Context: an optimization exercise on an open-source flow, tuned for small area, a short achievable clock period and few clock cycles per item. The choices shown serve that exercise and are no tape-out recipe. Only simulation tests tie the RTL to the original design; equivalence was not proved. Power is estimated from default activity; no workload was simulated.

Setup of run 1:
Design seq_alu, start of the top module:
module seq_alu #(
    parameter int WIDTH   = 32,
    parameter int SHAMT_W = $clog2(WIDTH)
) (
    input  logic               clock_i,
    input  logic               reset_n_i,
    input  logic               start_i,
    input  logic [4:0]         opcode_i,
    input  logic [WIDTH-1:0]   a_i,
    input  logic [WIDTH-1:0]   b_i,
    output logic               ready_o,
    output logic               valid_o,
    output logic [2*WIDTH-1:0] result_o,
    output logic               zero_o,
    output logic               negative_o,
    output logic               div_by_zero_o,
    output logic               illegal_op_o
);
export LEC_CHECK = 0
export ABC_AREA = 1
export CAP_MARGIN = 20
export CORE_MARGIN = 2
export CORE_UTILIZATION = 40
export PLACE_DENSITY = 0.7
export SETUP_SLACK_MARGIN = 4
export SLEW_MARGIN = 20
create_clock -name core_clock -period 8.0 [get_ports {clock_i}]
standard.sh (not shown) runs the stock make flow with config.mk's settings and CLKGATE_MAP_FILE= SYNTH_SCRIPT=/design/flow/synth_recipe.tcl, a recipe that flattens the netlist after the stock synthesis.
==> flow/flow/run.sh <==
#!/bin/bash
# Standard ORFS layout (the standard.sh), with the port buffers made from the
# smallest buffer cell. The whole make output goes to standard.log.
set -o pipefail
export BUFFER_PORTS_ARGS="-buffer_cell sky130_fd_sc_hd__buf_1"
bash standard.sh > standard.log 2>&1
Testbench counts of run 1, summed over its fixed seeds: cycles 21,831, ops 4,800.
Input changes introduced in run 2 (baseline for comparison: run 1):
diff --git a/flow/config.mk b/flow/config.mk
--- a/flow/config.mk
+++ b/flow/config.mk
@@ -12 +12 @@
-export PLACE_DENSITY = 0.7
+export PLACE_DENSITY = 0.8
==> notes.md <==
- Wire length of the first global-routing pass: run 2 > run 1
- Summary of run 2 over run 1: setup slack up 0.046 ns, initial antenna violation count went down 2, logic depth of the worst register-to-register path decreased about 9%, antenna diode count picked up an extra 1.
#### Input delta (run 3 over run 2)
diff --git a/flow/config.mk b/flow/config.mk
--- a/flow/config.mk
+++ b/flow/config.mk
@@ -12 +11,0 @@
-export PLACE_DENSITY = 0.8
Notes after the runs:
Any difference in placed cell area between run 2 and run 3 is small enough to ignore. Run 2 → run 3: die outline width comparable; non-clock buffer count increased by 39 relative to the old numbers; final period utilization +0.20 points; leakage power total higher. On internal reg-to-reg setup slack, run 2 and run 3 are basically level. The number of filler cells placed in the layout of run 3 and that of run 2 are within noise of each other. Looking at total chip power, run 3 sits 6.6 uW below run 2.
The following lists how run 4 was set up differently from run 3:
diff --git a/flow/config.mk b/flow/config.mk
--- a/flow/config.mk
+++ b/flow/config.mk
@@ -11,0 +12 @@
+export PLACE_DENSITY = 0.85
## What came out
- Lower total wire length after detailed routing goes to run 4 over run 3.
- Of the two candidates, run 3 has the better minimum hold slack and run 4 the worse one.
- In run 4, final cell count is lower than in run 3.
- Clock edge transition at the registers on the reported setup and hold paths essentially unchanged between run 4 and run 3.
- Run 3 -> run 4: via density per instance flat
- Sort run 3 and run 4 by relative contribution of combinational cells to total power desc -> top: run 3
- Looking at run 3 and run 4, the number of placed cells counting well taps is a wash.
- Against run 3, run 4 comes in 15 higher on critical path depth.
Here is what was changed in the inputs of run 5 compared with run 4.
diff --git a/flow/config.mk b/flow/config.mk
--- a/flow/config.mk
+++ b/flow/config.mk
@@ -12,2 +12,2 @@
-export PLACE_DENSITY = 0.85
-export SETUP_SLACK_MARGIN = 4
+export PLACE_DENSITY = 0.8
+export SETUP_SLACK_MARGIN = 4.2
==> comparison <==
- Run 5 went all the way through synthesis, placement and routing and the layout is clean on timing, DRC and antenna.
- Run 5 ended with less tightest slew margin relative to the limit than run 4.
- Summary of run 5 over run 4: met2 track utilization from global routing moved up; least setup slack across all paths after layout moved down.
- In run 5, the multi-input gate share of total cell area came out 0.33 points above the value in run 4.
- | proportion of power drawn by the clock network | run 5 vs run 4 | ≈ equal |
- Run 5 vs. run 4: global-route usage over all layers grew by 1.5 points; cell area grew by 5.2%.
- Lower total of fill cells in the finished design goes to run 5 over run 4.
- In the reports for run 5 and run 4, the larger area added between synthesis and finish belongs to run 5.
- In run 5 the global-route wire length before repair turned out 5400 um higher than in run 4.
- The slowest cell on the critical path comes out sky130_fd_sc_hd__edfxtp_1 in one run and sky130_fd_sc_hd__dfrtp_2 in the other, namely in run 4 and run 5 respectively.


Another version of the RTL of seq_alu (not shown whole).
For scale: about 190 flip-flops.
export LEC_CHECK = 0
export ABC_AREA = 1
export CAP_MARGIN = 20
export CORE_MARGIN = 2
export CORE_UTILIZATION = 45
export SETUP_SLACK_MARGIN = 4
export SLEW_MARGIN = 20
create_clock -name core_clock -period 8.0 [get_ports {clock_i}]
Scripts as last shown in full above: flow/flow/run.sh
The first run finished with timing, DRC and antenna clean.
Testbench counts at the start, summed over its fixed seeds: cycles 22,659, ops 4,800.
Then changed:
==> flow/run.sh (new file) <==
#!/bin/bash
# synth_recipe.tcl (not shown) runs the flow's synth.tcl, then flattens the netlist and writes it again
# the make line also repeats each setting of config.mk as NAME=value (left out here)
make -C /OpenROAD-flow-scripts/flow DESIGN_CONFIG=/design/flow/config.mk WORK_HOME=/design/flow/orfs CLKGATE_MAP_FILE= SYNTH_SCRIPT=/design/flow/synth_recipe.tcl finish
--- a/flow/config.mk
+++ b/flow/config.mk
@@ -10,3 +10,3 @@
 export CORE_MARGIN = 2
-export CORE_UTILIZATION = 45
+export CORE_UTILIZATION = 40
 export SETUP_SLACK_MARGIN = 4
removed: flow/flow/run.sh
removed: flow/standard.sh
Result: The new run completed without violations; final cell count is higher by 1.4%; worst setup slack gains 0.025 ns; final area is higher by 3.1%; routed wire length is higher by 1.1%; sequential cell count stays the same; total power is higher by 3.3%; utilization is lower by 4.5 points; synthesized area is unchanged; global-route usage is lower by 4.5 points; register-to-register slack gains 0.02 ns; sequential power is about the same.
Then changed:
==> flow/flow/run.sh (new file) <==
#!/bin/bash
# Standard ORFS layout (the standard.sh), with the port buffers made from the
# smallest buffer cell. The whole make output goes to standard.log.
set -o pipefail
export BUFFER_PORTS_ARGS="-buffer_cell sky130_fd_sc_hd__buf_1"
bash standard.sh > standard.log 2>&1
==> flow/standard.sh (new file) <==
#!/bin/bash
# synth_recipe.tcl (not shown) runs the flow's synth.tcl, then flattens the netlist and writes it again
# the make line also repeats each setting of config.mk as NAME=value (left out here)
make -C /OpenROAD-flow-scripts/flow DESIGN_CONFIG=/design/flow/config.mk WORK_HOME=/design/flow/orfs CLKGATE_MAP_FILE= SYNTH_SCRIPT=/design/flow/synth_recipe.tcl "${@:-finish}"
removed: flow/run.sh
The changed run finished clean.
Clock power is lower by 2.9%.
Synthesized area is unchanged.
Synthesized cell count is unchanged.
Setup slack is worse by 0.012 ns.
Critical path depth is lower by 1.

-- port drivers added, routing unchanged --
Ports are ideal in the flow. The routed layouts listed here were re-timed in OpenROAD.
Step 1 (the two cells are an assumption about what drives the block):
set clk [get_ports {clock_i}]
set_driving_cell -lib_cell sky130_fd_sc_hd__clkbuf_16 $clk
set_driving_cell -lib_cell sky130_fd_sc_hd__buf_2 [delete_from_list [all_inputs] $clk]
Step 2 also shifts input and output timing later by t, the mid clock arrival at the registers, as if the neighbouring blocks saw the same clock.
Three values: no drivers, after step 1, after step 2; two values: the first two.
run | t, ns | slack for setup (ns) | worst setup path after step 2 | clock arrival spread, ns | slew at the worst register clock pin (ns)
run 1 | 0.523 | 3.939 / 3.882 / 3.714 | input to register | 0.025 / 0.024 | 0.09 / 0.09
run 2 | 0.526 | 3.985 / 3.935 / 3.655 | input to register | 0.027 / 0.027 | 0.09 / 0.09
run 3 | 0.516 | 3.969 / 3.914 / 3.767 | input to register | 0.025 / 0.025 | 0.09 / 0.09
run 4 | 0.522 | 3.963 / 3.963 / 3.622 | input to register | 0.021 / 0.020 | 0.09 / 0.09
run 5 | 0.524 | 3.948 / 3.948 / 3.834 | input to register | 0.023 / 0.023 | 0.10 / 0.10
the first run of note 2 | 0.538 | 3.939 / 3.913 / 3.700 | input to register | 0.023 / 0.023 | 0.09 / 0.09
the second run of note 2 | 0.533 | 3.963 / 3.946 / 3.717 | input to register | 0.020 / 0.020 | 0.09 / 0.09
the third run of note 2 | 0.538 | 3.951 / 3.929 / 3.698 | input to register | 0.018 / 0.019 | 0.10 / 0.10
After both steps every run listed still meets setup and hold. For run 4, which loses most, drivers alone change the setup slack by 0.000 ns; drivers and shift together by -0.341 ns.
